Background: an optimization exercise with open tools, aiming at small area and a short achievable clock period. Do not read the settings as production practice. Only simulation tests tie the RTL to the original design; equivalence was not proved. Power and IR drop assume default switching activity.

File: flow/design.v
`default_nettype none
package mm_pkg;
  localparam int ARRAY_N = 3;
  localparam int ELEM_W = 8;
  localparam int ACC_W  = 16;
  typedef logic signed [ELEM_W-1:0] elem_t;
  typedef logic signed [ACC_W-1:0]  acc_t;
  typedef enum logic [1:0] {
    SEQ_IDLE = 2'd0,
    SEQ_RUN  = 2'd1,
    SEQ_DONE = 2'd2
  } seq_state_t;
endpackage
`default_nettype wire
`default_nettype none
package mm_regs_pkg;
  localparam int AXI_ADDR_W = 8;
  localparam int AXI_DATA_W = 32;
  localparam logic [AXI_ADDR_W-1:0] REG_CTRL   = 8'h00;
  localparam logic [AXI_ADDR_W-1:0] REG_STATUS = 8'h04;
  localparam logic [AXI_ADDR_W-1:0] OPND_BASE  = 8'h40;
  localparam logic [AXI_ADDR_W-1:0] RES_BASE   = 8'h80;
  localparam int CTRL_START = 0;
  localparam int CTRL_CLEAR = 1;
  localparam int STAT_BUSY = 0;
  localparam int STAT_DONE = 1;
  localparam int STAT_FULL = 2;
  typedef enum logic [1:0] {
    RESP_OKAY   = 2'b00,
    RESP_SLVERR = 2'b10
  } axi_resp_t;
endpackage
`default_nettype wire
`default_nettype none
module mm_dot3 (
  input  wire [7:0]  i_a0, i_a1, i_a2,
  input  wire [7:0]  i_b0, i_b1, i_b2,
  output wire [47:0] o_st
);
  wire pp1;
  wire pp2;
  wire pp3;
  wire pp4;
  wire pp5;
  wire pp6;
  wire pp7;
  wire pp8;
  wire pp9;
  wire pp10;
  wire pp11;
  wire pp12;
  wire pp13;
  wire pp14;
  wire pp15;
  wire pp16;
  wire pp17;
  wire pp18;
  wire pp19;
  wire pp20;
  wire pp21;
  wire pp22;
  wire pp23;
  wire pp24;
  wire pp25;
  wire pp26;
  wire pp27;
  wire pp28;
  wire pp29;
  wire pp30;
  wire pp31;
  wire pp32;
  wire pp33;
  wire pp34;
  wire pp35;
  wire pp36;
  wire pp37;
  wire pp38;
  wire pp39;
  wire pp40;
  wire pp41;
  wire pp42;
  wire pp43;
  wire pp44;
  wire pp45;
  wire pp46;
  wire pp47;
  wire pp48;
  wire pp49;
  wire pp50;
  wire pp51;
  wire pp52;
  wire pp53;
  wire pp54;
  wire pp55;
  wire pp56;
  wire pp57;
  wire pp58;
  wire pp59;
  wire pp60;
  wire pp61;
  wire pp62;
  wire pp63;
  wire pp64;
  wire pp65;
  wire pp66;
  wire pp67;
  wire pp68;
  wire pp69;
  wire pp70;
  wire pp71;
  wire pp72;
  wire pp73;
  wire pp74;
  wire pp75;
  wire pp76;
  wire pp77;
  wire pp78;
  wire pp79;
  wire pp80;
  wire pp81;
  wire pp82;
  wire pp83;
  wire pp84;
  wire pp85;
  wire pp86;
  wire pp87;
  wire pp88;
  wire pp89;
  wire pp90;
  wire pp91;
  wire pp92;
  wire pp93;
  wire pp94;
  wire pp95;
  wire pp96;
  wire pp97;
  wire pp98;
  wire pp99;
  wire pp100;
  wire pp101;
  wire pp102;
  wire pp103;
  wire pp104;
  wire pp105;
  wire pp106;
  wire pp107;
  wire pp108;
  wire pp109;
  wire pp110;
  wire pp111;
  wire pp112;
  wire pp113;
  wire pp114;
  wire pp115;
  wire pp116;
  wire pp117;
  wire pp118;
  wire pp119;
  wire pp120;
  wire pp121;
  wire pp122;
  wire pp123;
  wire pp124;
  wire pp125;
  wire pp126;
  wire pp127;
  wire pp128;
  wire pp129;
  wire pp130;
  wire pp131;
  wire pp132;
  wire pp133;
  wire pp134;
  wire pp135;
  wire pp136;
  wire pp137;
  wire pp138;
  wire pp139;
  wire pp140;
  wire pp141;
  wire pp142;
  wire pp143;
  wire pp144;
  wire pp145;
  wire pp146;
  wire pp147;
  wire pp148;
  wire pp149;
  wire pp150;
  wire pp151;
  wire pp152;
  wire pp153;
  wire pp154;
  wire pp155;
  wire pp156;
  wire pp157;
  wire pp158;
  wire pp159;
  wire pp160;
  wire pp161;
  wire pp162;
  wire pp163;
  wire pp164;
  wire pp165;
  wire pp166;
  wire pp167;
  wire pp168;
  wire pp169;
  wire pp170;
  wire pp171;
  wire pp172;
  wire pp173;
  wire pp174;
  wire pp175;
  wire pp176;
  wire pp177;
  wire pp178;
  wire pp179;
  wire pp180;
  wire pp181;
  wire pp182;
  wire pp183;
  wire pp184;
  wire pp185;
  wire pp186;
  wire pp187;
  wire pp188;
  wire pp189;
  wire pp190;
  wire pp191;
  wire pp192;
  wire s193;
  wire c194;
  wire s195;
  wire c196;
  wire s197;
  wire c198;
  wire s199;
  wire c200;
  wire s201;
  wire c202;
  wire s203;
  wire c204;
  wire s205;
  wire c206;
  wire s207;
  wire c208;
  wire s209;
  wire c210;
  wire s211;
  wire c212;
  wire s213;
  wire c214;
  wire s215;
  wire c216;
  wire s217;
  wire c218;
  wire s219;
  wire c220;
  wire s221;
  wire c222;
  wire s223;
  wire c224;
  wire s225;
  wire c226;
  wire s227;
  wire c228;
  wire s229;
  wire c230;
  wire s231;
  wire c232;
  wire s233;
  wire c234;
  wire s235;
  wire c236;
  wire s237;
  wire c238;
  wire s239;
  wire c240;
  wire s241;
  wire c242;
  wire s243;
  wire c244;
  wire s245;
  wire c246;
  wire s247;
  wire c248;
  wire s249;
  wire c250;
  wire s251;
  wire c252;
  wire s253;
  wire c254;
  wire s255;
  wire c256;
  wire s257;
  wire c258;
  wire s259;
  wire c260;
  wire s261;
  wire c262;
  wire s263;
  wire c264;
  wire s265;
  wire c266;
  wire s267;
  wire c268;
  wire s269;
  wire c270;
  wire s271;
  wire c272;
  wire s273;
  wire c274;
  wire s275;
  wire c276;
  wire s277;
  wire c278;
  wire s279;
  wire c280;
  wire s281;
  wire c282;
  wire s283;
  wire c284;
  wire s285;
  wire c286;
  wire s287;
  wire c288;
  wire s289;
  wire c290;
  wire s291;
  wire c292;
  wire s293;
  wire c294;
  wire s295;
  wire c296;
  wire s297;
  wire c298;
  wire s299;
  wire c300;
  wire s301;
  wire c302;
  wire s303;
  wire c304;
  wire s305;
  wire c306;
  wire s307;
  wire c308;
  wire s309;
  wire c310;
  wire s311;
  wire c312;
  wire s313;
  wire c314;
  wire s315;
  wire c316;
  wire s317;
  wire c318;
  wire s319;
  wire c320;
  wire s321;
  wire c322;
  wire s323;
  wire c324;
  wire s325;
  wire c326;
  wire s327;
  wire c328;
  wire s329;
  wire c330;
  wire s331;
  wire c332;
  wire s333;
  wire c334;
  wire s335;
  wire c336;
  wire s337;
  wire c338;
  wire s339;
  wire c340;
  wire s341;
  wire c342;
  wire s343;
  wire c344;
  wire s345;
  wire c346;
  wire s347;
  wire c348;
  wire s349;
  wire c350;
  wire s351;
  wire c352;
  wire s353;
  wire c354;
  wire s355;
  wire c356;
  wire s357;
  wire c358;
  wire s359;
  wire c360;
  wire s361;
  wire c362;
  wire s363;
  wire c364;
  wire s365;
  wire c366;
  wire s367;
  wire c368;
  wire s369;
  wire c370;
  wire s371;
  wire c372;
  wire s373;
  wire c374;
  wire s375;
  wire c376;
  wire s377;
  wire c378;
  wire s379;
  wire c380;
  wire s381;
  wire c382;
  wire s383;
  wire c384;
  wire s385;
  wire c386;
  wire s387;
  wire c388;
  wire s389;
  wire c390;
  wire s391;
  wire c392;
  wire s393;
  wire c394;
  wire s395;
  wire c396;
  wire s397;
  wire c398;
  wire s399;
  wire c400;
  wire s401;
  wire c402;
  wire s403;
  wire c404;
  wire s405;
  wire c406;
  wire s407;
  wire c408;
  wire s409;
  wire c410;
  wire s411;
  wire c412;
  wire s413;
  wire c414;
  wire s415;
  wire c416;
  wire s417;
  wire c418;
  wire s419;
  wire c420;
  wire s421;
  wire c422;
  wire s423;
  wire c424;
  wire s425;
  wire c426;
  wire s427;
  wire c428;
  wire s429;
  wire c430;
  wire s431;
  wire c432;
  wire s433;
  wire c434;
  wire s435;
  wire c436;
  wire s437;
  wire c438;
  wire s439;
  wire c440;
  wire s441;
  wire c442;
  wire s443;
  wire c444;
  wire s445;
  wire c446;
  wire s447;
  wire c448;
  wire s449;
  wire c450;
  wire s451;
  wire c452;
  wire s453;
  wire c454;
  wire s455;
  wire c456;
  wire s457;
  wire c458;
  wire s459;
  wire c460;
  wire s461;
  wire c462;
  wire s463;
  wire c464;
  wire s465;
  wire c466;
  wire s467;
  wire c468;
  wire s469;
  wire c470;
  wire s471;
  wire c472;
  wire s473;
  wire c474;
  wire s475;
  wire c476;
  wire s477;
  wire c478;
  wire s479;
  wire c480;
  wire s481;
  wire c482;
  wire s483;
  wire c484;
  wire s485;
  wire c486;
  wire s487;
  wire c488;
  wire s489;
  wire c490;
  wire s491;
  wire c492;
  wire s493;
  wire c494;
  wire s495;
  wire c496;
  wire s497;
  wire c498;
  wire s499;
  wire c500;
  wire s501;
  wire c502;
  wire s503;
  assign pp1 = ~(i_a0[0] & i_b0[0]);
  assign pp2 = ~(i_a0[0] & i_b0[1]);
  assign pp3 = ~(i_a0[0] & i_b0[2]);
  assign pp4 = ~(i_a0[0] & i_b0[3]);
  assign pp5 = ~(i_a0[0] & i_b0[4]);
  assign pp6 = ~(i_a0[0] & i_b0[5]);
  assign pp7 = ~(i_a0[0] & i_b0[6]);
  assign pp8 = i_a0[0] & i_b0[7];
  assign pp9 = ~(i_a0[1] & i_b0[0]);
  assign pp10 = ~(i_a0[1] & i_b0[1]);
  assign pp11 = ~(i_a0[1] & i_b0[2]);
  assign pp12 = ~(i_a0[1] & i_b0[3]);
  assign pp13 = ~(i_a0[1] & i_b0[4]);
  assign pp14 = ~(i_a0[1] & i_b0[5]);
  assign pp15 = ~(i_a0[1] & i_b0[6]);
  assign pp16 = i_a0[1] & i_b0[7];
  assign pp17 = ~(i_a0[2] & i_b0[0]);
  assign pp18 = ~(i_a0[2] & i_b0[1]);
  assign pp19 = ~(i_a0[2] & i_b0[2]);
  assign pp20 = ~(i_a0[2] & i_b0[3]);
  assign pp21 = ~(i_a0[2] & i_b0[4]);
  assign pp22 = ~(i_a0[2] & i_b0[5]);
  assign pp23 = ~(i_a0[2] & i_b0[6]);
  assign pp24 = i_a0[2] & i_b0[7];
  assign pp25 = ~(i_a0[3] & i_b0[0]);
  assign pp26 = ~(i_a0[3] & i_b0[1]);
  assign pp27 = ~(i_a0[3] & i_b0[2]);
  assign pp28 = ~(i_a0[3] & i_b0[3]);
  assign pp29 = ~(i_a0[3] & i_b0[4]);
  assign pp30 = ~(i_a0[3] & i_b0[5]);
  assign pp31 = ~(i_a0[3] & i_b0[6]);
  assign pp32 = i_a0[3] & i_b0[7];
  assign pp33 = ~(i_a0[4] & i_b0[0]);
  assign pp34 = ~(i_a0[4] & i_b0[1]);
  assign pp35 = ~(i_a0[4] & i_b0[2]);
  assign pp36 = ~(i_a0[4] & i_b0[3]);
  assign pp37 = ~(i_a0[4] & i_b0[4]);
  assign pp38 = ~(i_a0[4] & i_b0[5]);
  assign pp39 = ~(i_a0[4] & i_b0[6]);
  assign pp40 = i_a0[4] & i_b0[7];
  assign pp41 = ~(i_a0[5] & i_b0[0]);
  assign pp42 = ~(i_a0[5] & i_b0[1]);
  assign pp43 = ~(i_a0[5] & i_b0[2]);
  assign pp44 = ~(i_a0[5] & i_b0[3]);
  assign pp45 = ~(i_a0[5] & i_b0[4]);
  assign pp46 = ~(i_a0[5] & i_b0[5]);
  assign pp47 = ~(i_a0[5] & i_b0[6]);
  assign pp48 = i_a0[5] & i_b0[7];
  assign pp49 = ~(i_a0[6] & i_b0[0]);
  assign pp50 = ~(i_a0[6] & i_b0[1]);
  assign pp51 = ~(i_a0[6] & i_b0[2]);
  assign pp52 = ~(i_a0[6] & i_b0[3]);
  assign pp53 = ~(i_a0[6] & i_b0[4]);
  assign pp54 = ~(i_a0[6] & i_b0[5]);
  assign pp55 = ~(i_a0[6] & i_b0[6]);
  assign pp56 = i_a0[6] & i_b0[7];
  assign pp57 = i_a0[7] & i_b0[0];
  assign pp58 = i_a0[7] & i_b0[1];
  assign pp59 = i_a0[7] & i_b0[2];
  assign pp60 = i_a0[7] & i_b0[3];
  assign pp61 = i_a0[7] & i_b0[4];
  assign pp62 = i_a0[7] & i_b0[5];
  assign pp63 = i_a0[7] & i_b0[6];
  assign pp64 = ~(i_a0[7] & i_b0[7]);
  assign pp65 = ~(i_a1[0] & i_b1[0]);
  assign pp66 = ~(i_a1[0] & i_b1[1]);
  assign pp67 = ~(i_a1[0] & i_b1[2]);
  assign pp68 = ~(i_a1[0] & i_b1[3]);
  assign pp69 = ~(i_a1[0] & i_b1[4]);
  assign pp70 = ~(i_a1[0] & i_b1[5]);
  assign pp71 = ~(i_a1[0] & i_b1[6]);
  assign pp72 = i_a1[0] & i_b1[7];
  assign pp73 = ~(i_a1[1] & i_b1[0]);
  assign pp74 = ~(i_a1[1] & i_b1[1]);
  assign pp75 = ~(i_a1[1] & i_b1[2]);
  assign pp76 = ~(i_a1[1] & i_b1[3]);
  assign pp77 = ~(i_a1[1] & i_b1[4]);
  assign pp78 = ~(i_a1[1] & i_b1[5]);
  assign pp79 = ~(i_a1[1] & i_b1[6]);
  assign pp80 = i_a1[1] & i_b1[7];
  assign pp81 = ~(i_a1[2] & i_b1[0]);
  assign pp82 = ~(i_a1[2] & i_b1[1]);
  assign pp83 = ~(i_a1[2] & i_b1[2]);
  assign pp84 = ~(i_a1[2] & i_b1[3]);
  assign pp85 = ~(i_a1[2] & i_b1[4]);
  assign pp86 = ~(i_a1[2] & i_b1[5]);
  assign pp87 = ~(i_a1[2] & i_b1[6]);
  assign pp88 = i_a1[2] & i_b1[7];
  assign pp89 = ~(i_a1[3] & i_b1[0]);
  assign pp90 = ~(i_a1[3] & i_b1[1]);
  assign pp91 = ~(i_a1[3] & i_b1[2]);
  assign pp92 = ~(i_a1[3] & i_b1[3]);
  assign pp93 = ~(i_a1[3] & i_b1[4]);
  assign pp94 = ~(i_a1[3] & i_b1[5]);
  assign pp95 = ~(i_a1[3] & i_b1[6]);
  assign pp96 = i_a1[3] & i_b1[7];
  assign pp97 = ~(i_a1[4] & i_b1[0]);
  assign pp98 = ~(i_a1[4] & i_b1[1]);
  assign pp99 = ~(i_a1[4] & i_b1[2]);
  assign pp100 = ~(i_a1[4] & i_b1[3]);
  assign pp101 = ~(i_a1[4] & i_b1[4]);
  assign pp102 = ~(i_a1[4] & i_b1[5]);
  assign pp103 = ~(i_a1[4] & i_b1[6]);
  assign pp104 = i_a1[4] & i_b1[7];
  assign pp105 = ~(i_a1[5] & i_b1[0]);
  assign pp106 = ~(i_a1[5] & i_b1[1]);
  assign pp107 = ~(i_a1[5] & i_b1[2]);
  assign pp108 = ~(i_a1[5] & i_b1[3]);
  assign pp109 = ~(i_a1[5] & i_b1[4]);
  assign pp110 = ~(i_a1[5] & i_b1[5]);
  assign pp111 = ~(i_a1[5] & i_b1[6]);
  assign pp112 = i_a1[5] & i_b1[7];
  assign pp113 = ~(i_a1[6] & i_b1[0]);
  assign pp114 = ~(i_a1[6] & i_b1[1]);
  assign pp115 = ~(i_a1[6] & i_b1[2]);
  assign pp116 = ~(i_a1[6] & i_b1[3]);
  assign pp117 = ~(i_a1[6] & i_b1[4]);
  assign pp118 = ~(i_a1[6] & i_b1[5]);
  assign pp119 = ~(i_a1[6] & i_b1[6]);
  assign pp120 = i_a1[6] & i_b1[7];
  assign pp121 = i_a1[7] & i_b1[0];
  assign pp122 = i_a1[7] & i_b1[1];
  assign pp123 = i_a1[7] & i_b1[2];
  assign pp124 = i_a1[7] & i_b1[3];
  assign pp125 = i_a1[7] & i_b1[4];
  assign pp126 = i_a1[7] & i_b1[5];
  assign pp127 = i_a1[7] & i_b1[6];
  assign pp128 = ~(i_a1[7] & i_b1[7]);
  assign pp129 = ~(i_a2[0] & i_b2[0]);
  assign pp130 = ~(i_a2[0] & i_b2[1]);
  assign pp131 = ~(i_a2[0] & i_b2[2]);
  assign pp132 = ~(i_a2[0] & i_b2[3]);
  assign pp133 = ~(i_a2[0] & i_b2[4]);
  assign pp134 = ~(i_a2[0] & i_b2[5]);
  assign pp135 = ~(i_a2[0] & i_b2[6]);
  assign pp136 = i_a2[0] & i_b2[7];
  assign pp137 = ~(i_a2[1] & i_b2[0]);
  assign pp138 = ~(i_a2[1] & i_b2[1]);
  assign pp139 = ~(i_a2[1] & i_b2[2]);
  assign pp140 = ~(i_a2[1] & i_b2[3]);
  assign pp141 = ~(i_a2[1] & i_b2[4]);
  assign pp142 = ~(i_a2[1] & i_b2[5]);
  assign pp143 = ~(i_a2[1] & i_b2[6]);
  assign pp144 = i_a2[1] & i_b2[7];
  assign pp145 = ~(i_a2[2] & i_b2[0]);
  assign pp146 = ~(i_a2[2] & i_b2[1]);
  assign pp147 = ~(i_a2[2] & i_b2[2]);
  assign pp148 = ~(i_a2[2] & i_b2[3]);
  assign pp149 = ~(i_a2[2] & i_b2[4]);
  assign pp150 = ~(i_a2[2] & i_b2[5]);
  assign pp151 = ~(i_a2[2] & i_b2[6]);
  assign pp152 = i_a2[2] & i_b2[7];
  assign pp153 = ~(i_a2[3] & i_b2[0]);
  assign pp154 = ~(i_a2[3] & i_b2[1]);
  assign pp155 = ~(i_a2[3] & i_b2[2]);
  assign pp156 = ~(i_a2[3] & i_b2[3]);
  assign pp157 = ~(i_a2[3] & i_b2[4]);
  assign pp158 = ~(i_a2[3] & i_b2[5]);
  assign pp159 = ~(i_a2[3] & i_b2[6]);
  assign pp160 = i_a2[3] & i_b2[7];
  assign pp161 = ~(i_a2[4] & i_b2[0]);
  assign pp162 = ~(i_a2[4] & i_b2[1]);
  assign pp163 = ~(i_a2[4] & i_b2[2]);
  assign pp164 = ~(i_a2[4] & i_b2[3]);
  assign pp165 = ~(i_a2[4] & i_b2[4]);
  assign pp166 = ~(i_a2[4] & i_b2[5]);
  assign pp167 = ~(i_a2[4] & i_b2[6]);
  assign pp168 = i_a2[4] & i_b2[7];
  assign pp169 = ~(i_a2[5] & i_b2[0]);
  assign pp170 = ~(i_a2[5] & i_b2[1]);
  assign pp171 = ~(i_a2[5] & i_b2[2]);
  assign pp172 = ~(i_a2[5] & i_b2[3]);
  assign pp173 = ~(i_a2[5] & i_b2[4]);
  assign pp174 = ~(i_a2[5] & i_b2[5]);
  assign pp175 = ~(i_a2[5] & i_b2[6]);
  assign pp176 = i_a2[5] & i_b2[7];
  assign pp177 = ~(i_a2[6] & i_b2[0]);
  assign pp178 = ~(i_a2[6] & i_b2[1]);
  assign pp179 = ~(i_a2[6] & i_b2[2]);
  assign pp180 = ~(i_a2[6] & i_b2[3]);
  assign pp181 = ~(i_a2[6] & i_b2[4]);
  assign pp182 = ~(i_a2[6] & i_b2[5]);
  assign pp183 = ~(i_a2[6] & i_b2[6]);
  assign pp184 = i_a2[6] & i_b2[7];
  assign pp185 = i_a2[7] & i_b2[0];
  assign pp186 = i_a2[7] & i_b2[1];
  assign pp187 = i_a2[7] & i_b2[2];
  assign pp188 = i_a2[7] & i_b2[3];
  assign pp189 = i_a2[7] & i_b2[4];
  assign pp190 = i_a2[7] & i_b2[5];
  assign pp191 = i_a2[7] & i_b2[6];
  assign pp192 = ~(i_a2[7] & i_b2[7]);
  mm_fa u_s193 (.i_a(pp106), .i_b(pp113), .i_c(pp135), .o_s(s193), .o_c(c194));
  mm_fa u_s195 (.i_a(pp100), .i_b(pp107), .i_c(pp114), .o_s(s195), .o_c(c196));
  mm_fa u_s197 (.i_a(pp121), .i_b(pp136), .i_c(pp143), .o_s(s197), .o_c(c198));
  mm_fa u_s199 (.i_a(pp15), .i_b(pp150), .i_c(pp157), .o_s(s199), .o_c(c200));
  mm_ha u_s201 (.i_a(pp101), .i_b(pp108), .o_s(s201), .o_c(c202));
  mm_fa u_s203 (.i_a(pp115), .i_b(pp122), .i_c(pp144), .o_s(s203), .o_c(c204));
  mm_fa u_s205 (.i_a(pp151), .i_b(pp158), .i_c(pp16), .o_s(s205), .o_c(c206));
  mm_ha u_s207 (.i_a(pp102), .i_b(pp109), .o_s(s207), .o_c(c208));
  mm_xnor u_s209 (.i_a(pp116), .i_b(pp123), .o_y(s209));
  mm_or u_c210 (.i_a(pp116), .i_b(pp123), .o_y(c210));
  mm_fa u_s211 (.i_a(pp12), .i_b(pp133), .i_c(pp140), .o_s(s211), .o_c(c212));
  mm_fa u_s213 (.i_a(pp105), .i_b(pp13), .i_c(pp134), .o_s(s213), .o_c(c214));
  mm_fa u_s215 (.i_a(pp141), .i_b(pp148), .i_c(pp155), .o_s(s215), .o_c(c216));
  mm_fa u_s217 (.i_a(pp162), .i_b(pp169), .i_c(pp20), .o_s(s217), .o_c(c218));
  mm_fa u_s219 (.i_a(pp14), .i_b(pp142), .i_c(pp149), .o_s(s219), .o_c(c220));
  mm_fa u_s221 (.i_a(pp156), .i_b(pp163), .i_c(pp170), .o_s(s221), .o_c(c222));
  mm_fa u_s223 (.i_a(pp177), .i_b(pp21), .i_c(pp28), .o_s(s223), .o_c(c224));
  mm_fa u_s225 (.i_a(pp35), .i_b(pp42), .i_c(pp49), .o_s(s225), .o_c(c226));
  mm_xnor u_s227 (.i_a(pp7), .i_b(pp71), .o_y(s227));
  mm_or u_c228 (.i_a(pp7), .i_b(pp71), .o_y(c228));
  mm_fa u_s229 (.i_a(pp164), .i_b(pp171), .i_c(pp178), .o_s(s229), .o_c(c230));
  mm_fa u_s231 (.i_a(pp185), .i_b(pp22), .i_c(pp29), .o_s(s231), .o_c(c232));
  mm_fa u_s233 (.i_a(pp36), .i_b(pp43), .i_c(pp50), .o_s(s233), .o_c(c234));
  mm_fa u_s235 (.i_a(pp57), .i_b(pp72), .i_c(pp79), .o_s(s235), .o_c(c236));
  mm_fa u_s237 (.i_a(pp8), .i_b(pp86), .i_c(pp93), .o_s(s237), .o_c(c238));
  mm_xnor u_s239 (.i_a(c194), .i_b(s195), .o_y(s239));
  mm_or u_c240 (.i_a(c194), .i_b(s195), .o_y(c240));
  mm_fa u_s241 (.i_a(pp165), .i_b(pp172), .i_c(pp179), .o_s(s241), .o_c(c242));
  mm_fa u_s243 (.i_a(pp186), .i_b(pp23), .i_c(pp30), .o_s(s243), .o_c(c244));
  mm_fa u_s245 (.i_a(pp37), .i_b(pp44), .i_c(pp51), .o_s(s245), .o_c(c246));
  mm_fa u_s247 (.i_a(pp58), .i_b(pp80), .i_c(pp87), .o_s(s247), .o_c(c248));
  mm_fa u_s249 (.i_a(pp94), .i_b(c196), .i_c(c198), .o_s(s249), .o_c(c250));
  mm_fa u_s251 (.i_a(c200), .i_b(s201), .i_c(s203), .o_s(s251), .o_c(c252));
  mm_fa u_s253 (.i_a(pp152), .i_b(pp159), .i_c(pp166), .o_s(s253), .o_c(c254));
  mm_fa u_s255 (.i_a(pp173), .i_b(pp180), .i_c(pp187), .o_s(s255), .o_c(c256));
  mm_fa u_s257 (.i_a(pp24), .i_b(pp31), .i_c(pp38), .o_s(s257), .o_c(c258));
  mm_fa u_s259 (.i_a(pp45), .i_b(pp52), .i_c(pp59), .o_s(s259), .o_c(c260));
  mm_fa u_s261 (.i_a(pp88), .i_b(pp95), .i_c(s209), .o_s(s261), .o_c(c262));
  mm_fa u_s263 (.i_a(c202), .i_b(c204), .i_c(c206), .o_s(s263), .o_c(c264));
  mm_fa u_s265 (.i_a(pp103), .i_b(pp110), .i_c(pp117), .o_s(s265), .o_c(c266));
  mm_fa u_s267 (.i_a(pp124), .i_b(pp160), .i_c(pp167), .o_s(s267), .o_c(c268));
  mm_fa u_s269 (.i_a(pp174), .i_b(pp181), .i_c(pp188), .o_s(s269), .o_c(c270));
  mm_fa u_s271 (.i_a(pp32), .i_b(pp39), .i_c(pp46), .o_s(s271), .o_c(c272));
  mm_fa u_s273 (.i_a(pp53), .i_b(pp60), .i_c(pp96), .o_s(s273), .o_c(c274));
  mm_fa u_s275 (.i_a(pp104), .i_b(pp111), .i_c(pp118), .o_s(s275), .o_c(c276));
  mm_fa u_s277 (.i_a(pp125), .i_b(pp168), .i_c(pp175), .o_s(s277), .o_c(c278));
  mm_fa u_s279 (.i_a(pp11), .i_b(pp132), .i_c(pp139), .o_s(s279), .o_c(c280));
  mm_xnor u_s281 (.i_a(pp146), .i_b(pp153), .o_y(s281));
  mm_or u_c282 (.i_a(pp146), .i_b(pp153), .o_y(c282));
  mm_fa u_s283 (.i_a(pp147), .i_b(pp154), .i_c(pp161), .o_s(s283), .o_c(c284));
  mm_fa u_s285 (.i_a(pp19), .i_b(pp26), .i_c(pp33), .o_s(s285), .o_c(c286));
  mm_fa u_s287 (.i_a(pp5), .i_b(pp69), .i_c(pp76), .o_s(s287), .o_c(c288));
  mm_fa u_s289 (.i_a(pp27), .i_b(pp34), .i_c(pp41), .o_s(s289), .o_c(c290));
  mm_fa u_s291 (.i_a(pp6), .i_b(pp70), .i_c(pp77), .o_s(s291), .o_c(c292));
  mm_fa u_s293 (.i_a(pp84), .i_b(pp91), .i_c(pp98), .o_s(s293), .o_c(c294));
  mm_xnor u_s295 (.i_a(c212), .i_b(s213), .o_y(s295));
  mm_or u_c296 (.i_a(c212), .i_b(s213), .o_y(c296));
  mm_fa u_s297 (.i_a(pp78), .i_b(pp85), .i_c(pp92), .o_s(s297), .o_c(c298));
  mm_fa u_s299 (.i_a(pp99), .i_b(s227), .i_c(c214), .o_s(s299), .o_c(c300));
  mm_fa u_s301 (.i_a(c216), .i_b(c218), .i_c(s193), .o_s(s301), .o_c(c302));
  mm_fa u_s303 (.i_a(s219), .i_b(s221), .i_c(s223), .o_s(s303), .o_c(c304));
  mm_fa u_s305 (.i_a(c228), .i_b(c220), .i_c(c222), .o_s(s305), .o_c(c306));
  mm_fa u_s307 (.i_a(c224), .i_b(c226), .i_c(s197), .o_s(s307), .o_c(c308));
  mm_fa u_s309 (.i_a(s199), .i_b(s229), .i_c(s231), .o_s(s309), .o_c(c310));
  mm_fa u_s311 (.i_a(s233), .i_b(s235), .i_c(s237), .o_s(s311), .o_c(c312));
  mm_fa u_s313 (.i_a(c230), .i_b(c232), .i_c(c234), .o_s(s313), .o_c(c314));
  mm_fa u_s315 (.i_a(c236), .i_b(c238), .i_c(s205), .o_s(s315), .o_c(c316));
  mm_fa u_s317 (.i_a(s241), .i_b(s243), .i_c(s245), .o_s(s317), .o_c(c318));
  mm_fa u_s319 (.i_a(s247), .i_b(c240), .i_c(s249), .o_s(s319), .o_c(c320));
  mm_fa u_s321 (.i_a(c242), .i_b(c244), .i_c(c246), .o_s(s321), .o_c(c322));
  mm_fa u_s323 (.i_a(c248), .i_b(s207), .i_c(s253), .o_s(s323), .o_c(c324));
  mm_fa u_s325 (.i_a(s255), .i_b(s257), .i_c(s259), .o_s(s325), .o_c(c326));
  mm_fa u_s327 (.i_a(s261), .i_b(c250), .i_c(c252), .o_s(s327), .o_c(c328));
  mm_fa u_s329 (.i_a(c210), .i_b(c208), .i_c(c254), .o_s(s329), .o_c(c330));
  mm_fa u_s331 (.i_a(c256), .i_b(c258), .i_c(c260), .o_s(s331), .o_c(c332));
  mm_fa u_s333 (.i_a(s265), .i_b(s267), .i_c(s269), .o_s(s333), .o_c(c334));
  mm_fa u_s335 (.i_a(s271), .i_b(s273), .i_c(c262), .o_s(s335), .o_c(c336));
  mm_fa u_s337 (.i_a(pp182), .i_b(pp189), .i_c(pp40), .o_s(s337), .o_c(c338));
  mm_fa u_s339 (.i_a(pp47), .i_b(pp54), .i_c(pp61), .o_s(s339), .o_c(c340));
  mm_fa u_s341 (.i_a(c266), .i_b(c268), .i_c(c270), .o_s(s341), .o_c(c342));
  mm_fa u_s343 (.i_a(c272), .i_b(c274), .i_c(s275), .o_s(s343), .o_c(c344));
  mm_fa u_s345 (.i_a(pp112), .i_b(pp119), .i_c(pp126), .o_s(s345), .o_c(c346));
  mm_fa u_s347 (.i_a(pp176), .i_b(pp183), .i_c(pp190), .o_s(s347), .o_c(c348));
  mm_fa u_s349 (.i_a(pp48), .i_b(pp55), .i_c(pp62), .o_s(s349), .o_c(c350));
  mm_fa u_s351 (.i_a(pp10), .i_b(pp131), .i_c(pp138), .o_s(s351), .o_c(c352));
  mm_xnor u_s353 (.i_a(pp145), .i_b(pp17), .o_y(s353));
  mm_or u_c354 (.i_a(pp145), .i_b(pp17), .o_y(c354));
  mm_fa u_s355 (.i_a(pp18), .i_b(pp25), .i_c(pp4), .o_s(s355), .o_c(c356));
  mm_fa u_s357 (.i_a(pp68), .i_b(pp75), .i_c(pp82), .o_s(s357), .o_c(c358));
  mm_xnor u_s359 (.i_a(pp89), .i_b(s281), .o_y(s359));
  mm_or u_c360 (.i_a(pp89), .i_b(s281), .o_y(c360));
  mm_fa u_s361 (.i_a(pp83), .i_b(pp90), .i_c(pp97), .o_s(s361), .o_c(c362));
  mm_fa u_s363 (.i_a(c282), .i_b(c280), .i_c(s211), .o_s(s363), .o_c(c364));
  mm_fa u_s365 (.i_a(s283), .i_b(s285), .i_c(s287), .o_s(s365), .o_c(c366));
  mm_fa u_s367 (.i_a(c284), .i_b(c286), .i_c(c288), .o_s(s367), .o_c(c368));
  mm_fa u_s369 (.i_a(s215), .i_b(s217), .i_c(s289), .o_s(s369), .o_c(c370));
  mm_fa u_s371 (.i_a(s291), .i_b(s293), .i_c(s295), .o_s(s371), .o_c(c372));
  mm_fa u_s373 (.i_a(c290), .i_b(c292), .i_c(c294), .o_s(s373), .o_c(c374));
  mm_fa u_s375 (.i_a(s225), .i_b(s297), .i_c(c296), .o_s(s375), .o_c(c376));
  mm_fa u_s377 (.i_a(s299), .i_b(s301), .i_c(s303), .o_s(s377), .o_c(c378));
  mm_fa u_s379 (.i_a(c298), .i_b(c300), .i_c(s239), .o_s(s379), .o_c(c380));
  mm_fa u_s381 (.i_a(c302), .i_b(c304), .i_c(s305), .o_s(s381), .o_c(c382));
  mm_fa u_s383 (.i_a(s307), .i_b(s309), .i_c(s311), .o_s(s383), .o_c(c384));
  mm_fa u_s385 (.i_a(c306), .i_b(c308), .i_c(c310), .o_s(s385), .o_c(c386));
  mm_fa u_s387 (.i_a(c312), .i_b(s313), .i_c(s315), .o_s(s387), .o_c(c388));
  mm_fa u_s389 (.i_a(s251), .i_b(s317), .i_c(s319), .o_s(s389), .o_c(c390));
  mm_fa u_s391 (.i_a(c314), .i_b(c316), .i_c(c318), .o_s(s391), .o_c(c392));
  mm_fa u_s393 (.i_a(s263), .i_b(s321), .i_c(s323), .o_s(s393), .o_c(c394));
  mm_fa u_s395 (.i_a(s325), .i_b(c320), .i_c(s327), .o_s(s395), .o_c(c396));
  mm_fa u_s397 (.i_a(c264), .i_b(c322), .i_c(c324), .o_s(s397), .o_c(c398));
  mm_fa u_s399 (.i_a(c326), .i_b(s329), .i_c(s331), .o_s(s399), .o_c(c400));
  mm_fa u_s401 (.i_a(s333), .i_b(s335), .i_c(c328), .o_s(s401), .o_c(c402));
  mm_fa u_s403 (.i_a(s277), .i_b(s337), .i_c(s339), .o_s(s403), .o_c(c404));
  mm_fa u_s405 (.i_a(c330), .i_b(c332), .i_c(c334), .o_s(s405), .o_c(c406));
  mm_fa u_s407 (.i_a(s341), .i_b(s343), .i_c(c336), .o_s(s407), .o_c(c408));
  mm_fa u_s409 (.i_a(c276), .i_b(c278), .i_c(c338), .o_s(s409), .o_c(c410));
  mm_fa u_s411 (.i_a(c340), .i_b(s345), .i_c(s347), .o_s(s411), .o_c(c412));
  mm_fa u_s413 (.i_a(s349), .i_b(c342), .i_c(c344), .o_s(s413), .o_c(c414));
  mm_fa u_s415 (.i_a(pp120), .i_b(pp127), .i_c(pp184), .o_s(s415), .o_c(c416));
  mm_fa u_s417 (.i_a(pp191), .i_b(pp56), .i_c(pp63), .o_s(s417), .o_c(c418));
  mm_fa u_s419 (.i_a(c346), .i_b(c348), .i_c(c350), .o_s(s419), .o_c(c420));
  mm_fa u_s421 (.i_a(pp130), .i_b(pp137), .i_c(pp2), .o_s(s421), .o_c(c422));
  mm_fa u_s423 (.i_a(pp3), .i_b(pp67), .i_c(pp74), .o_s(s423), .o_c(c424));
  mm_xnor u_s425 (.i_a(pp81), .i_b(s353), .o_y(s425));
  mm_or u_c426 (.i_a(pp81), .i_b(s353), .o_y(c426));
  mm_fa u_s427 (.i_a(c354), .i_b(c352), .i_c(s279), .o_s(s427), .o_c(c428));
  mm_fa u_s429 (.i_a(s355), .i_b(s357), .i_c(s359), .o_s(s429), .o_c(c430));
  mm_fa u_s431 (.i_a(c356), .i_b(c358), .i_c(c360), .o_s(s431), .o_c(c432));
  mm_fa u_s433 (.i_a(s361), .i_b(s363), .i_c(s365), .o_s(s433), .o_c(c434));
  mm_fa u_s435 (.i_a(c362), .i_b(c364), .i_c(c366), .o_s(s435), .o_c(c436));
  mm_fa u_s437 (.i_a(s367), .i_b(s369), .i_c(s371), .o_s(s437), .o_c(c438));
  mm_fa u_s439 (.i_a(c368), .i_b(c370), .i_c(s373), .o_s(s439), .o_c(c440));
  mm_fa u_s441 (.i_a(s375), .i_b(c372), .i_c(s377), .o_s(s441), .o_c(c442));
  mm_fa u_s443 (.i_a(c374), .i_b(c376), .i_c(s379), .o_s(s443), .o_c(c444));
  mm_fa u_s445 (.i_a(c378), .i_b(s381), .i_c(s383), .o_s(s445), .o_c(c446));
  mm_fa u_s447 (.i_a(c380), .i_b(c382), .i_c(s385), .o_s(s447), .o_c(c448));
  mm_fa u_s449 (.i_a(c384), .i_b(s387), .i_c(s389), .o_s(s449), .o_c(c450));
  mm_fa u_s451 (.i_a(c386), .i_b(c388), .i_c(s391), .o_s(s451), .o_c(c452));
  mm_fa u_s453 (.i_a(s393), .i_b(c390), .i_c(s395), .o_s(s453), .o_c(c454));
  mm_fa u_s455 (.i_a(c392), .i_b(s397), .i_c(c394), .o_s(s455), .o_c(c456));
  mm_fa u_s457 (.i_a(s399), .i_b(s401), .i_c(c396), .o_s(s457), .o_c(c458));
  mm_fa u_s459 (.i_a(s403), .i_b(c398), .i_c(c400), .o_s(s459), .o_c(c460));
  mm_fa u_s461 (.i_a(s405), .i_b(s407), .i_c(c402), .o_s(s461), .o_c(c462));
  mm_fa u_s463 (.i_a(c404), .i_b(s409), .i_c(s411), .o_s(s463), .o_c(c464));
  mm_fa u_s465 (.i_a(c406), .i_b(s413), .i_c(c408), .o_s(s465), .o_c(c466));
  mm_fa u_s467 (.i_a(s415), .i_b(s417), .i_c(c410), .o_s(s467), .o_c(c468));
  mm_fa u_s469 (.i_a(c412), .i_b(s419), .i_c(c414), .o_s(s469), .o_c(c470));
  mm_fa u_s471 (.i_a(pp128), .i_b(pp192), .i_c(pp64), .o_s(s471), .o_c(c472));
  mm_fa u_s473 (.i_a(c416), .i_b(c418), .i_c(c420), .o_s(s473), .o_c(c474));
  mm_xnor u_s475 (.i_a(pp66), .i_b(pp73), .o_y(s475));
  mm_or u_c476 (.i_a(pp66), .i_b(pp73), .o_y(c476));
  mm_fa u_s477 (.i_a(c422), .i_b(s351), .i_c(s423), .o_s(s477), .o_c(c478));
  mm_fa u_s479 (.i_a(c424), .i_b(c426), .i_c(s427), .o_s(s479), .o_c(c480));
  mm_fa u_s481 (.i_a(c428), .i_b(s431), .i_c(c430), .o_s(s481), .o_c(c482));
  mm_fa u_s483 (.i_a(c432), .i_b(c434), .i_c(s435), .o_s(s483), .o_c(c484));
  mm_fa u_s485 (.i_a(c436), .i_b(s439), .i_c(c438), .o_s(s485), .o_c(c486));
  mm_fa u_s487 (.i_a(c440), .i_b(s443), .i_c(c442), .o_s(s487), .o_c(c488));
  mm_fa u_s489 (.i_a(c444), .i_b(s447), .i_c(c446), .o_s(s489), .o_c(c490));
  mm_fa u_s491 (.i_a(c448), .i_b(s451), .i_c(c450), .o_s(s491), .o_c(c492));
  mm_fa u_s493 (.i_a(c452), .i_b(s455), .i_c(c454), .o_s(s493), .o_c(c494));
  mm_fa u_s495 (.i_a(c456), .i_b(s459), .i_c(s461), .o_s(s495), .o_c(c496));
  mm_fa u_s497 (.i_a(s463), .i_b(c460), .i_c(s465), .o_s(s497), .o_c(c498));
  mm_fa u_s499 (.i_a(s467), .i_b(c464), .i_c(s469), .o_s(s499), .o_c(c500));
  mm_fa u_s501 (.i_a(s471), .i_b(c468), .i_c(s473), .o_s(s501), .o_c(c502));
  assign s503 = ~(c472);
  assign o_st = {c474, s503, c502, c470, s501, c500, c466, s499, c498, c462, s497, c496, c458, s495, c494, s457, s493, c492, s453, s491, c490, s449, s489, c488, s445, s487, c486, s441, s485, c484, s437, s483, c482, s433, s481, c480, s429, s479, c478, s425, s477, c476, s421, pp9, s475, pp65, pp129, pp1};
endmodule
module mm_dot3_fin (
  input  wire [47:0] i_st,
  output wire [15:0] o_n0,
  output wire [15:0] o_n1
);
  wire s1;
  wire c2;
  wire s3;
  wire c4;
  wire s5;
  wire c6;
  wire s7;
  wire c8;
  wire s9;
  wire c10;
  wire s11;
  wire c12;
  wire s13;
  wire c14;
  wire s15;
  wire c16;
  wire s17;
  wire c18;
  wire s19;
  wire c20;
  wire s21;
  wire c22;
  wire s23;
  wire c24;
  wire s25;
  wire c26;
  wire s27;
  wire c28;
  wire s29;
  wire c30;
  wire s31;
  mm_xnor u_s1 (.i_a(i_st[0]), .i_b(i_st[1]), .o_y(s1));
  mm_or u_c2 (.i_a(i_st[0]), .i_b(i_st[1]), .o_y(c2));
  mm_fa u_s3 (.i_a(i_st[3]), .i_b(i_st[4]), .i_c(i_st[5]), .o_s(s3), .o_c(c4));
  mm_fa u_s5 (.i_a(i_st[6]), .i_b(i_st[7]), .i_c(i_st[8]), .o_s(s5), .o_c(c6));
  mm_fa u_s7 (.i_a(i_st[10]), .i_b(i_st[11]), .i_c(i_st[9]), .o_s(s7), .o_c(c8));
  mm_fa u_s9 (.i_a(i_st[12]), .i_b(i_st[13]), .i_c(i_st[14]), .o_s(s9), .o_c(c10));
  mm_fa u_s11 (.i_a(i_st[15]), .i_b(i_st[16]), .i_c(i_st[17]), .o_s(s11), .o_c(c12));
  mm_fa u_s13 (.i_a(i_st[18]), .i_b(i_st[19]), .i_c(i_st[20]), .o_s(s13), .o_c(c14));
  mm_fa u_s15 (.i_a(i_st[21]), .i_b(i_st[22]), .i_c(i_st[23]), .o_s(s15), .o_c(c16));
  mm_fa u_s17 (.i_a(i_st[24]), .i_b(i_st[25]), .i_c(i_st[26]), .o_s(s17), .o_c(c18));
  mm_fa u_s19 (.i_a(i_st[27]), .i_b(i_st[28]), .i_c(i_st[29]), .o_s(s19), .o_c(c20));
  mm_fa u_s21 (.i_a(i_st[30]), .i_b(i_st[31]), .i_c(i_st[32]), .o_s(s21), .o_c(c22));
  mm_fa u_s23 (.i_a(i_st[33]), .i_b(i_st[34]), .i_c(i_st[35]), .o_s(s23), .o_c(c24));
  mm_fa u_s25 (.i_a(i_st[36]), .i_b(i_st[37]), .i_c(i_st[38]), .o_s(s25), .o_c(c26));
  mm_fa u_s27 (.i_a(i_st[39]), .i_b(i_st[40]), .i_c(i_st[41]), .o_s(s27), .o_c(c28));
  mm_fa u_s29 (.i_a(i_st[42]), .i_b(i_st[43]), .i_c(i_st[44]), .o_s(s29), .o_c(c30));
  assign s31 = i_st[45] ^ i_st[46] ^ i_st[47];
  assign o_n0 = {c30, c28, c26, c24, c22, c20, c18, c16, c14, c12, c10, c8, c6, c4, c2, i_st[2]};
  assign o_n1 = {s31, s29, s27, s25, s23, s21, s19, s17, s15, s13, s11, s9, s7, s5, s3, s1};
endmodule
module mm_fa (input wire i_a, i_b, i_c, output wire o_s, o_c);
  assign o_s = i_a ^ i_b ^ i_c;
  assign o_c = (i_a & i_b) | (i_a & i_c) | (i_b & i_c);
endmodule
module mm_ha (input wire i_a, i_b, output wire o_s, o_c);
  assign o_s = i_a ^ i_b;
  assign o_c = i_a & i_b;
endmodule
module mm_xnor (input wire i_a, i_b, output wire o_y);
  assign o_y = ~(i_a ^ i_b);
endmodule
module mm_or (input wire i_a, i_b, output wire o_y);
  assign o_y = i_a | i_b;
endmodule
`default_nettype wire
`timescale 1ns/1ps
`default_nettype none
module mm_top (
  input  logic        clk,
  input  logic        rst_n,
  input  logic        i_awvalid,
  output logic        o_awready,
  input  logic [7:0]  i_awaddr,
  input  logic        i_wvalid,
  output logic        o_wready,
  input  logic [31:0] i_wdata,
  input  logic [3:0]  i_wstrb,
  output logic        o_bvalid,
  input  logic        i_bready,
  output logic [1:0]  o_bresp,
  input  logic        i_arvalid,
  output logic        o_arready,
  input  logic [7:0]  i_araddr,
  output logic        o_rvalid,
  input  logic        i_rready,
  output logic [31:0] o_rdata,
  output logic [1:0]  o_rresp
);
  logic        bvalid_q;
  logic        bslverr_q;
  logic        start_q;
  logic        clear_q;
  logic        busy_q;
  logic        done_q;
  logic [2:0]  cnt_q;
  logic [17:0] mask_q;
  logic        newbit_q;
  logic        full;
  logic        accept;
  logic        wr_go;
  logic        wr_ctrl;
  logic        wr_opnd;
  logic [4:0]  wr_slot;
  logic        opnd_we;
  assign wr_go     = i_awvalid && i_wvalid && !bvalid_q;
  assign o_awready = wr_go;
  assign o_wready  = wr_go;
  assign wr_ctrl = (i_awaddr == 8'h00);
  assign wr_opnd = (i_awaddr[1:0] == 2'b00) &&
                   ((i_awaddr[7:6] == 2'b01) || (i_awaddr[7:3] == 5'b10000));
  assign wr_slot = i_awaddr[6:2] - 5'd16;
  assign opnd_we = wr_go && wr_opnd && !busy_q;
  always_ff @(posedge clk or negedge rst_n) begin
    if (!rst_n) begin
      bvalid_q <= 1'b0;
      start_q  <= 1'b0;
      clear_q  <= 1'b0;
    end else begin
      if (bvalid_q && i_bready) bvalid_q <= 1'b0;
      if (wr_go) bvalid_q <= 1'b1;
      start_q <= wr_go && wr_ctrl && i_wdata[0];
      clear_q <= wr_go && wr_ctrl && i_wdata[1];
    end
  end
  always_ff @(posedge clk) begin
    if (wr_go) bslverr_q <= !(wr_ctrl || (wr_opnd && !busy_q));
  end
  assign o_bvalid = bvalid_q;
  assign o_bresp  = {bslverr_q, 1'b0};
  logic [2:0] ph_i_q;
  logic [2:0] ph_j_q;
  logic [2:0] ph_j_next;
  assign ph_j_next = ph_i_q[2] ? {ph_j_q[1:0], ph_j_q[2]} : ph_j_q;
  always_ff @(posedge clk or negedge rst_n) begin
    if (!rst_n) begin
      ph_i_q <= 3'b001;
      ph_j_q <= 3'b001;
    end else begin
      ph_i_q <= {ph_i_q[1:0], ph_i_q[2]};
      ph_j_q <= ph_j_next;
    end
  end
  logic [2:0]        wr_row;
  logic [2:0]        wr_col;
  logic              wr_a;
  logic              wr_b;
  logic [7:0]        a_q [3][3];
  logic [7:0]        b_q [3][3];
  logic [7:0]        bsel_q [3];
  always_comb begin
    wr_a = opnd_we && (wr_slot < 5'd9);
    wr_b = opnd_we && (wr_slot >= 5'd9);
    for (int r = 0; r < 3; r++) begin
      wr_row[r] = 1'b0;
      wr_col[r] = 1'b0;
      for (int c = 0; c < 3; c++) begin
        wr_row[r] = wr_row[r] | (wr_slot == 5'(3 * r + c)) | (wr_slot == 5'(9 + 3 * r + c));
        wr_col[r] = wr_col[r] | (wr_slot == 5'(3 * c + r)) | (wr_slot == 5'(9 + 3 * c + r));
      end
    end
  end
  always_ff @(posedge clk) begin
    for (int k = 0; k < 3; k++) begin
      for (int g = 0; g < 3; g++) begin
        if (wr_a && wr_col[k] &&
            ((ph_i_q[0] && wr_row[(g + 1) % 3]) ||
             (ph_i_q[1] && wr_row[(g + 2) % 3]) ||
             (ph_i_q[2] && wr_row[g])))
          a_q[k][g] <= i_wdata[7:0];
        else
          a_q[k][g] <= a_q[k][(g + 1) % 3];
      end
    end
  end
  always_ff @(posedge clk) begin
    for (int r = 0; r < 3; r++)
      for (int c = 0; c < 3; c++)
        if (wr_b && wr_row[r] && wr_col[c]) b_q[r][c] <= i_wdata[7:0];
  end
  always_ff @(posedge clk) begin
    for (int k = 0; k < 3; k++)
      bsel_q[k] <= ({8{ph_j_next[0]}} & b_q[k][0]) |
                   ({8{ph_j_next[1]}} & b_q[k][1]) |
                   ({8{ph_j_next[2]}} & b_q[k][2]);
  end
  always_ff @(posedge clk or negedge rst_n) begin
    if (!rst_n) begin
      mask_q   <= '0;
      newbit_q <= 1'b0;
    end else begin
      newbit_q <= 1'b0;
      if (clear_q) begin
        mask_q <= '0;
      end else if (opnd_we) begin
        mask_q[wr_slot] <= 1'b1;
        newbit_q        <= !mask_q[wr_slot];
      end
    end
  end
  assign full = (&mask_q) && !newbit_q;
  assign accept = start_q && full && !busy_q;
  always_ff @(posedge clk or negedge rst_n) begin
    if (!rst_n) begin
      busy_q <= 1'b0;
      done_q <= 1'b0;
    end else if (accept) begin
      busy_q <= 1'b1;
      done_q <= 1'b0;
    end else if (busy_q && cnt_q == 3'd7) begin
      busy_q <= 1'b0;
      done_q <= 1'b1;
    end
  end
  always_ff @(posedge clk) begin
    if (accept) cnt_q <= 3'd0;
    else if (busy_q) cnt_q <= cnt_q + 3'd1;
  end
  logic [47:0] dot_st;
  logic [47:0] st_q;
  logic [15:0] fin_n0;
  logic [15:0] fin_n1;
  logic [15:0] sum;
  logic        ring_we;
  logic [15:0] ring_q [9];
  mm_dot3 u_dot (
    .i_a0 (a_q[0][0]),
    .i_a1 (a_q[1][0]),
    .i_a2 (a_q[2][0]),
    .i_b0 (bsel_q[0]),
    .i_b1 (bsel_q[1]),
    .i_b2 (bsel_q[2]),
    .o_st (dot_st)
  );
  always_ff @(posedge clk) st_q <= dot_st;
  mm_dot3_fin u_fin (
    .i_st (st_q),
    .o_n0 (fin_n0),
    .o_n1 (fin_n1)
  );
  assign sum     = ~(fin_n0 + fin_n1 + 16'd1);
  assign ring_we = accept || busy_q;
  always_ff @(posedge clk) begin
    ring_q[0] <= ring_we ? sum : ring_q[8];
    for (int p = 1; p < 9; p++) ring_q[p] <= ring_q[p-1];
  end
  logic        arready_q;
  logic        rvalid_q;
  logic        rslverr_q;
  logic [15:0] rdata_q;
  logic        ar_go;
  logic        rd_ctrl;
  logic        rd_stat;
  logic        rd_res;
  logic [8:0]  rd_k;
  logic [8:0]  phase;
  logic [8:0]  rd_pos;
  logic [15:0] rd_val;
  logic [15:0] rd_data;
  assign ar_go   = i_arvalid && arready_q;
  assign rd_ctrl = (i_araddr == 8'h00);
  assign rd_stat = (i_araddr == 8'h04);
  assign rd_res  = (i_araddr[7] == 1'b1) && (i_araddr[1:0] == 2'b00) &&
                   (i_araddr[6:2] <= 5'd8);
  always_comb begin
    for (int f = 0; f < 9; f++) phase[f] = ph_j_q[f / 3] && ph_i_q[f % 3];
    for (int k = 0; k < 9; k++) rd_k[k] = (i_araddr[5:2] == 4'(k));
    for (int p = 0; p < 9; p++) begin
      rd_pos[p] = 1'b0;
      for (int k = 0; k < 9; k++) rd_pos[p] = rd_pos[p] | (rd_k[k] & phase[(p + 3 * (k % 3) + k / 3 + 2) % 9]);
    end
    rd_val = '0;
    for (int p = 0; p < 9; p++) rd_val = rd_val | ({16{rd_pos[p]}} & ring_q[p]);
    rd_data = '0;
    if (rd_res) rd_data = rd_val;
    else if (rd_stat) rd_data = {13'd0, full, done_q, busy_q};
  end
  always_ff @(posedge clk or negedge rst_n) begin
    if (!rst_n) begin
      arready_q <= 1'b0;
      rvalid_q  <= 1'b0;
    end else if (ar_go) begin
      arready_q <= 1'b0;
      rvalid_q  <= 1'b1;
    end else begin
      if (rvalid_q && i_rready) rvalid_q <= 1'b0;
      arready_q <= !rvalid_q || i_rready;
    end
  end
  always_ff @(posedge clk) begin
    if (ar_go) begin
      rslverr_q <= !(rd_ctrl || rd_stat || rd_res);
      rdata_q   <= rd_data;
    end
  end
  assign o_arready = arready_q;
  assign o_rvalid  = rvalid_q;
  assign o_rresp   = {rslverr_q, 1'b0};
  assign o_rdata   = {{16{rdata_q[15]}}, rdata_q};
endmodule
`default_nettype wire
File: flow/constraint.sdc
create_clock -name core_clock -period 8.0 [get_ports {clk}]
set_input_delay 1.6000 -clock core_clock [delete_from_list [all_inputs] [get_ports {clk}]]
set_output_delay 1.6000 -clock core_clock [all_outputs]
set_load 0.01 [all_outputs]
File: flow/standard.sh
#!/bin/bash
# synth_recipe.tcl (not shown) runs the flow's synth.tcl, then flattens the netlist and writes it again
# the make line also repeats each setting of config.mk as NAME=value (left out here)
make -C /OpenROAD-flow-scripts/flow DESIGN_CONFIG=/design/flow/config.mk WORK_HOME=/design/flow/orfs CLKGATE_MAP_FILE= SYNTH_SCRIPT=/design/flow/synth_recipe.tcl "${@:-finish}"
File: flow/flow/run.sh
#!/bin/bash
# Layout flow: the standard ORFS flow (standard.sh, unchanged synthesis and
# scripts) with the port buffers that placement inserts made the smallest
# buffer instead of the one buffer_ports picks by default. Timing repair still
# resizes any port buffer on a critical path.
set -euo pipefail
export BUFFER_PORTS_ARGS="-buffer_cell sky130_fd_sc_hd__buf_1"
bash standard.sh > standard.log 2>&1
File: flow/config.mk
export PLATFORM = sky130hd
export DESIGN_NAME = mm_top
export DESIGN_NICKNAME = mm_top
export VERILOG_FILES = /design/flow/design.v
export SDC_FILE = /design/flow/constraint.sdc
export NUM_CORES = 4
export LEC_CHECK = 0
export ABC_CLOCK_PERIOD_IN_PS = 4000
export CAP_MARGIN = 20
export CORE_MARGIN = 2
export CORE_UTILIZATION = 60
export CTS_CLUSTER_DIAMETER = 120
export CTS_CLUSTER_SIZE = 32
export PLACE_DENSITY = 0.7
export SETUP_SLACK_MARGIN = 4.55
export SLEW_MARGIN = 20
export SYNTH_HIERARCHICAL = 1
==> impl_metrics.yaml, run 1 <==
placed_design:
  dpl_worst_slack_ns: 3.06
  dpl-instance-area_um2: 19300
  place_congestion: 0.892
  place_hpwl_mm: 28.4
  numPortBuffers: 69
  dp.cells: 1919
global_routing:
  grt-ovfl-total: 0
  first_global_vias: 12000
  grt_max_degree: 35
  antenna_found_initial: 0
  grt_util_all_layers: 0.249
  grt_pass1_wl_mm: 65.7
layout:
  final_cells: 1965
  final_nets: 1798
  finalInstanceArea_um2: 20400
  diodes: 0
  drive_above_1_share: 0.117
  post-route-util: 0.642
  syn_to_final_growth_pct: 4.54
clock_network:
  clockBufferDepth: 3
  clk_pin_slew_ns: 0.11
  htreeDepth: 1
  cts_tree: "yes"
  cts_sinks: 413
  clkLatencyLatePin_ns: 0.52
  cts_made_buffers: 16
  holdBufCountCts: 0
  cts_root_buf: "clkbuf_16"
floorplanning:
  die_h_um: 184
  die_w_um: 184
  dieArea_um2: 33900
  coreArea_um2: 31700
  num_io_pins: 100
  num_rows: 65
  initial_core_util: 0.614
synth:
  ys_top_cells_by_count: "291 x dfxtp_1, 209 x nand2_1, 159 x fa_1, 128 x buf_4, 90 x edfxtp_1"
  async_flop_share: 0.0775
  synth-seq-cells: 413
  synth_edf_count: 90
  synth_warnings: 15
  synth.largest_area_cell: "dfxtp_1"
  netlist_area_um2: 19500
  syn_inst: 1623
  synthFlopType: "dfxtp_1"
  yosysMostFrequentCell: "dfxtp_1"
  synth-seq-area-share: 0.479
  yosysUniqueCellTypes: 89
  synth_area_leaders: "dfxtp_1 30%, fa_1 16%, edfxtp_1 14%"
  synth.top_cell.area_share: 0.299
  postSynthAreaPerCell_um2: 12.0
routing:
  num_vias: 11900
  viasPerCell: 6.04
  wl_mm: 41.5
  wire_per_inst_um: 21.1
  route.detailed.drc: 0
  drt_iter0_drc: 1084
  first_pass_iters: 8
  ant_nets: 0
setup_path:
  crit_chain: "buf_6, nand3_4, inv_4, buf_6"
  path_depth: 4
  cp.buffers_inverters: 3
  r2r_end: "st_q[31]"
  start_kind: "input port"
  cpMostUsedCell: "buf_6"
  endpoint_kind: "primary output"
  criticalPathCategory: "input port to primary output"
  worst_ep_arrival_time_ns: 1.93
  cp-endpoint: "o_awready"
  startpoint: "i_wvalid"
  r2r_start: "bsel_q[2][1]"
  crit_family: "buffers and inverters"
  cp_slowest_cell: "buf_6"
  required_ns: 6.40
  worst-r2r-setup-slack_ns: 4.60
  max_stage_delay_ns: 0.11
  crit_fanout: 3
  ff2ff_path_depth: 6
sta:
  fmax_ghz: 0.284
  setup_violations: 0
  holdWs_ns: 0.347
  fin_ws_ns: 4.47
  setup_tns_ns: 0
  hold_violations: 0
  rsz0062_at_grt: "yes"
  finalCriticalPeriod_ns: 3.53
  fin_skew_ns: 0.0153
  tightest_slew_ns: 1.02
  timing.final.max_slew_violations: 0
  max_slew_margin: 0.317
  post-route-period-util: 0.441
power_and_ir_drop:
  p_per_area_nw_per_um2: 161
  p_seq_frac: 0.652
  p_leak_nw: 6.95
  pwr-share-clk: 0.313
  swShare: 0.206
  power.total_mw: 3.28
  power.switching_mw: 0.678
  power_frac_comb: 0.035
  vdd_ir_drop_max_mv: 0.136
  p_int_mw: 2.61
min_path:
  min_path_type: "register to register"
run_status:
  status: "timing/DRC/antenna clean"
job:
  maxCapViolations: 0
Yosys stat by module, one instance, submodules excluded:
module	cells	times used
mm_top	1147	1
mm_or	1	10
mm_xnor	1	10
mm_dot3_fin	33	1
mm_dot3	263	1
mm_ha	1	2
mm_fa	1	158
cell families (layout without fill, tap and decap cells):
family	Yosys count	after routing	synth area share
and+or+nand+nor	436	436	0.107
DFF	413	413	0.479
AOI/OAI and AO/OA	241	241	0.0969
buffers and inverters	240	179	0.0742
adders and majority gates	184	184	0.180
muxes	85	85	0.0517
xor gates and xnor gates	23	23	0.0111
other	1	2	0.000193
power by group through the flow:
stage               clock, mW  combinational [mW]  sequential [mW]
floorplan                   0              0.0697             2.19
global route             1.11               0.127             2.14
detailed placement          0               0.105             2.19
CTS                      1.04               0.110             2.14
finish                   1.03               0.116             2.14
global placement            0               0.104             2.19
state kept, by name, indices dropped and copies added (netlist names), 3 cells and up:
signal	cells
ring_q	144
a_q	72
b_q	72
st_q	48
bsel_q	24
mask_q	18
rdata_q	16
cnt_q	3
ph_i_q	3
ph_j_q	3
worst min-delay path by stage:
stage / from / end / slack, ns / cells after the start
3_5_place_dp: ring_q[5][12] / ring_q[6][12] / 0.34 / 0
5_1_grt: ring_q[5][6] / ring_q[6][6] / 0.36 / 0
6_report: ring_q[5][6] / ring_q[6][6] / 0.35 / 0
4_1_cts: ring_q[5][6] / ring_q[6][6] / 0.35 / 0
2_1_floorplan: ring_q[5][12] / ring_q[6][12] / 0.33 / 0
3_3_place_gp: ring_q[2][1] / ring_q[3][1] / 0.33 / 0
layer usage:
layer	wire, um	global-route usage	share of wire	vias up
met3	2900	0.0387	0.070	68
met4	921	0.0608	0.022	0
met5	0	0	0	-
met2	19500	0.409	0.47	476
li1	-	-	-	5426
met1	18100	0.351	0.44	5889
cell usage in the layout, fill, tap and decap left out, drive strengths merged, types with 30 or more instances in the layout:
| cell | netlist | routed |
|---|---|---|
| buf | 161 | 93 |
| nand2 | 209 | 209 |
| and2 | 45 | 45 |
| a222oi | 49 | 49 |
| dfrtp | 30 | 30 |
| edfxtp | 90 | 90 |
| inv | 56 | 56 |
| o21ai | 37 | 37 |
| mux2 | 74 | 74 |
| fa | 159 | 159 |
| dfxtp | 291 | 291 |
| nor2 | 52 | 52 |
what timing repair did:
item	in CTS	in global routing
pin swaps	4	3
setup buffers	15	5
gates resized for setup	65	49
endpoints found under the setup margin	168	165
layout make-up:
type	instances	area [um2]
repair buffers	97	644
clock inverters	1	30.0
clock buffers	25	455
inverters	56	220
fillers	2421	11400
flip-flops and latches	413	9380
multi-input cells	971	9110
well taps	402	503
==> inputs of run 2 (changes only) <==
--- a/flow/config.mk
+++ b/flow/config.mk
@@ -11,7 +11,7 @@
 export CORE_UTILIZATION = 60
 export CTS_CLUSTER_DIAMETER = 120
 export CTS_CLUSTER_SIZE = 32
-export PLACE_DENSITY = 0.7
+export PLACE_DENSITY = 0.62
 export SETUP_SLACK_MARGIN = 4.55
 export SLEW_MARGIN = 20
 export SYNTH_HIERARCHICAL = 1
==> impl_metrics.yaml, run 2 <==
sta:
  hold_violations: 0
  setup_violations: 0
  finalCriticalPeriod_ns: 3.52
  fin_skew_ns: 0.0289
  tightest_slew_ns: 0.932
  setup_tns_ns: 0
  timing.final.max_slew_violations: 0
  max_slew_margin: 0.379
  fmax_ghz: 0.284
  rsz0062_at_grt: "yes"
  post-route-period-util: 0.440
global_routing:
  grt-ovfl-total: 0
  grtUsageMet2: 0.426
  use_met3: 0.0419
  grt.busiest_layer: "met2"
  grt_pass1_wl_mm: 66.9
  antenna_found_initial: 0
  grt_max_degree: 35
  grt_util_all_layers: 0.254
  first_global_vias: 12200
  grt_use_met1: 0.351
job:
  maxCapViolations: 0
setup_path:
  endpoint_kind: "primary output"
  worst_ep_arrival_time_ns: 1.92
  start_kind: "input port"
  crit_fanout: 3
  required_ns: 6.40
  criticalPathCategory: "input port to primary output"
power_and_ir_drop:
  pwr-share-clk: 0.315
  p_int_mw: 2.59
  power.total_mw: 3.29
  power_frac_comb: 0.035
  swShare: 0.214
  p_seq_frac: 0.650
  vdd_ir_drop_max_mv: 0.171
  p_leak_nw: 6.98
  power.switching_mw: 0.704
  p_per_area_nw_per_um2: 162
synth:
  synth.top_cell.area_share: 0.299
  synthFlopType: "dfxtp_1"
  ys_top_cells_by_count: "291 x dfxtp_1, 209 x nand2_1, 159 x fa_1, 128 x buf_4, 90 x edfxtp_1"
  synth-seq-area-share: 0.479
  synth.largest_area_cell: "dfxtp_1"
  yosysUniqueCellTypes: 89
  netlist_area_um2: 19500
  postSynthAreaPerCell_um2: 12.0
  synth-seq-cells: 413
  synth_edf_count: 90
  synth_warnings: 15
  yosysMostFrequentCell: "dfxtp_1"
  async_flop_share: 0.0775
  syn_inst: 1623
  synth_area_leaders: "dfxtp_1 30%, fa_1 16%, edfxtp_1 14%"
clock_network:
  clk_pin_slew_ns: 0.11
  clockBufferDepth: 3
  cts_root_buf: "clkbuf_16"
  cts_made_buffers: 17
  holdBufCountCts: 0
  cts_sinks: 413
  cts_tree: "yes"
  htreeDepth: 1
  clkLatencyLatePin_ns: 0.53
layout:
  final_cells: 1970
  mostFrequentLayoutCell: "dfxtp_1"
  largest_reg_flops: 144
  drive_above_1_share: 0.116
  final_nets: 1802
  reg.largest.list: "ring_q: 144 flops, a_q: 72 flops, b_q: 72 flops"
  syn_to_final_growth_pct: 4.14
  layout_common_cells: "270 x dfxtp_1, 209 x nand2_1, 158 x fa_1"
  diodes: 0
  top_register: "ring_q"
floorplanning:
  die_w_um: 184
  coreArea_um2: 31700
  die_h_um: 184
  initial_core_util: 0.614
  num_io_pins: 100
  num_rows: 65
  dieArea_um2: 33900
routing:
  wire_per_inst_um: 21.2
  route.detailed.drc: 0
  ant_nets: 0
  viasPerCell: 6.03
  drt_iter0_drc: 1175
  first_pass_iters: 7
  num_vias: 11900
  wl_mm: 41.9
placed_design:
  place_congestion: 0.912
  dp.cells: 1927
  numPortBuffers: 69
  place_hpwl_mm: 29.7
run_status:
  status: "timing/DRC/antenna clean"
min_path:
  min_path_type: "register to register"
[run 2: Yosys stat by module, one instance, submodules excluded]
module	cell area, um2	copies in the design	flip-flops and latches
mm_top	14500	1	413
mm_dot3	1360	1	0
mm_dot3_fin	264	1	0
mm_fa	20.0	158	0
mm_ha	12.5	2	0
mm_xnor	8.76	10	0
mm_or	6.26	10	0
[run 2: final timing paths]
check                                  start           end  slack [ns]  cells past startpoint
worst max-delay path               i_awvalid      o_wready        4.48                      4
worst min-delay path            ring_q[1][0]  ring_q[2][0]        0.35                      0
worst max register to register     a_q[0][4]      st_q[28]        4.60                      6
worst min register to register  ring_q[1][0]  ring_q[2][0]        0.35                      0
max in group asynchronous              rst_n     arready_q        6.32                      1
min in group asynchronous              rst_n    mask_q[13]        1.14                      1
[run 2: worst max-delay path, stage by stage]
cell and delay (ns):
buf_6 0.09, nand3_4 0.08, inv_4 0.04, buf_6 0.11
[run 2: stage by stage]
| step | worst slack, ns | hold WS [ns] | utilization | area (um2) |
|---|---|---|---|---|
| after CTS | 4.37 | 0.357 | 0.633 | 20100 |
| final | 4.48 | 0.349 | 0.639 | 20300 |
| after floorplan | 4.40 | 0.326 | - | 19700 |
| after global routing | 4.46 | 0.351 | 0.639 | 20300 |
| after detailed placement | 3.06 | 0.337 | 0.608 | 19300 |
| after global placement | 3.15 | 0.332 | 0.608 | 19300 |
[run 2: kinds of logic (layout without fill, tap and decap cells)]
logic type,Yosys count,in the layout,share of synthesized area
XOR/XNOR,23,23,0.0111
flip-flops,413,413,0.479
buffers and inverters,240,184,0.0742
AND/OR/NAND/NOR,436,436,0.107
other,1,2,0.000193
adder cells (fa/ha/maj),184,184,0.180
multiplexers,85,85,0.0517
AO/OA/AOI/OAI,241,241,0.0969
[run 2: metal layers]
metal,vias up,share of wire
li1,5422,-
met1,5958,0.44
met2,436,0.48
met3,61,0.068
met4,0,0.020
met5,-,0
[run 2: layout make-up]
class	count	area, um2
Clock buffer	25	455
Clock inverter	3	40.0
Fill cell	2482	11400
Inverter	56	220
Multi-Input combinational cell	971	9010
Sequential cell	413	9380
Tap cell	402	503
Timing Repair Buffer	100	662
[run 2: repair_timing]
item,in CTS,in global routing
cloned,0,1
endpoints found under the setup margin,166,161
resized for setup,59,33
pin swaps,2,5
buffers inserted,9,5
[run 2: power groups by stage]
| stage | logic [mW] | registers [mW] | clock network [mW] |
|---|---|---|---|
| global placement | 0.104 | 2.19 | 0 |
| global route | 0.125 | 2.14 | 1.14 |
| floorplan | 0.0697 | 2.19 | 0 |
| finish | 0.114 | 2.14 | 1.04 |
| CTS | 0.110 | 2.14 | 1.07 |
| detailed placement | 0.105 | 2.19 | 0 |

## afterwards: timing with drivers on the ports
The flow's constraints put no driver on any port. The routed layouts listed below were extracted and timed again, unchanged, in two steps.
Step 1: set_driving_cell puts a clkbuf_16 on clk and a buf_2 on each other input, an assumption about the parent block.
Step 2 moves the port delays by t, midway between the first and last clock arrival at a register: inputs arrive t later, outputs are due t later. That takes back most of the time a late clock gives input paths.
a / b / c = ideal / step 1 / step 2; a / b = the first two.
| run | t, ns | setup WS [ns] | hold WS [ns] | worst setup path after step 2 | worst register clock-pin slew, ns |
|---|---|---|---|---|---|
| run 1 | 0.564 | 4.473 / 4.441 / 4.017 | 0.347 / 0.347 / 0.347 | input to register | 0.12 / 0.12 |
| run 2 | 0.567 | 4.476 / 4.445 / 4.085 | 0.349 / 0.349 / 0.349 | input to register | 0.12 / 0.12 |
After both steps setup and hold are still met in every run listed. The setup slack of run 1, which loses most, moves by -0.032 ns with the drivers and by -0.456 ns with both steps.
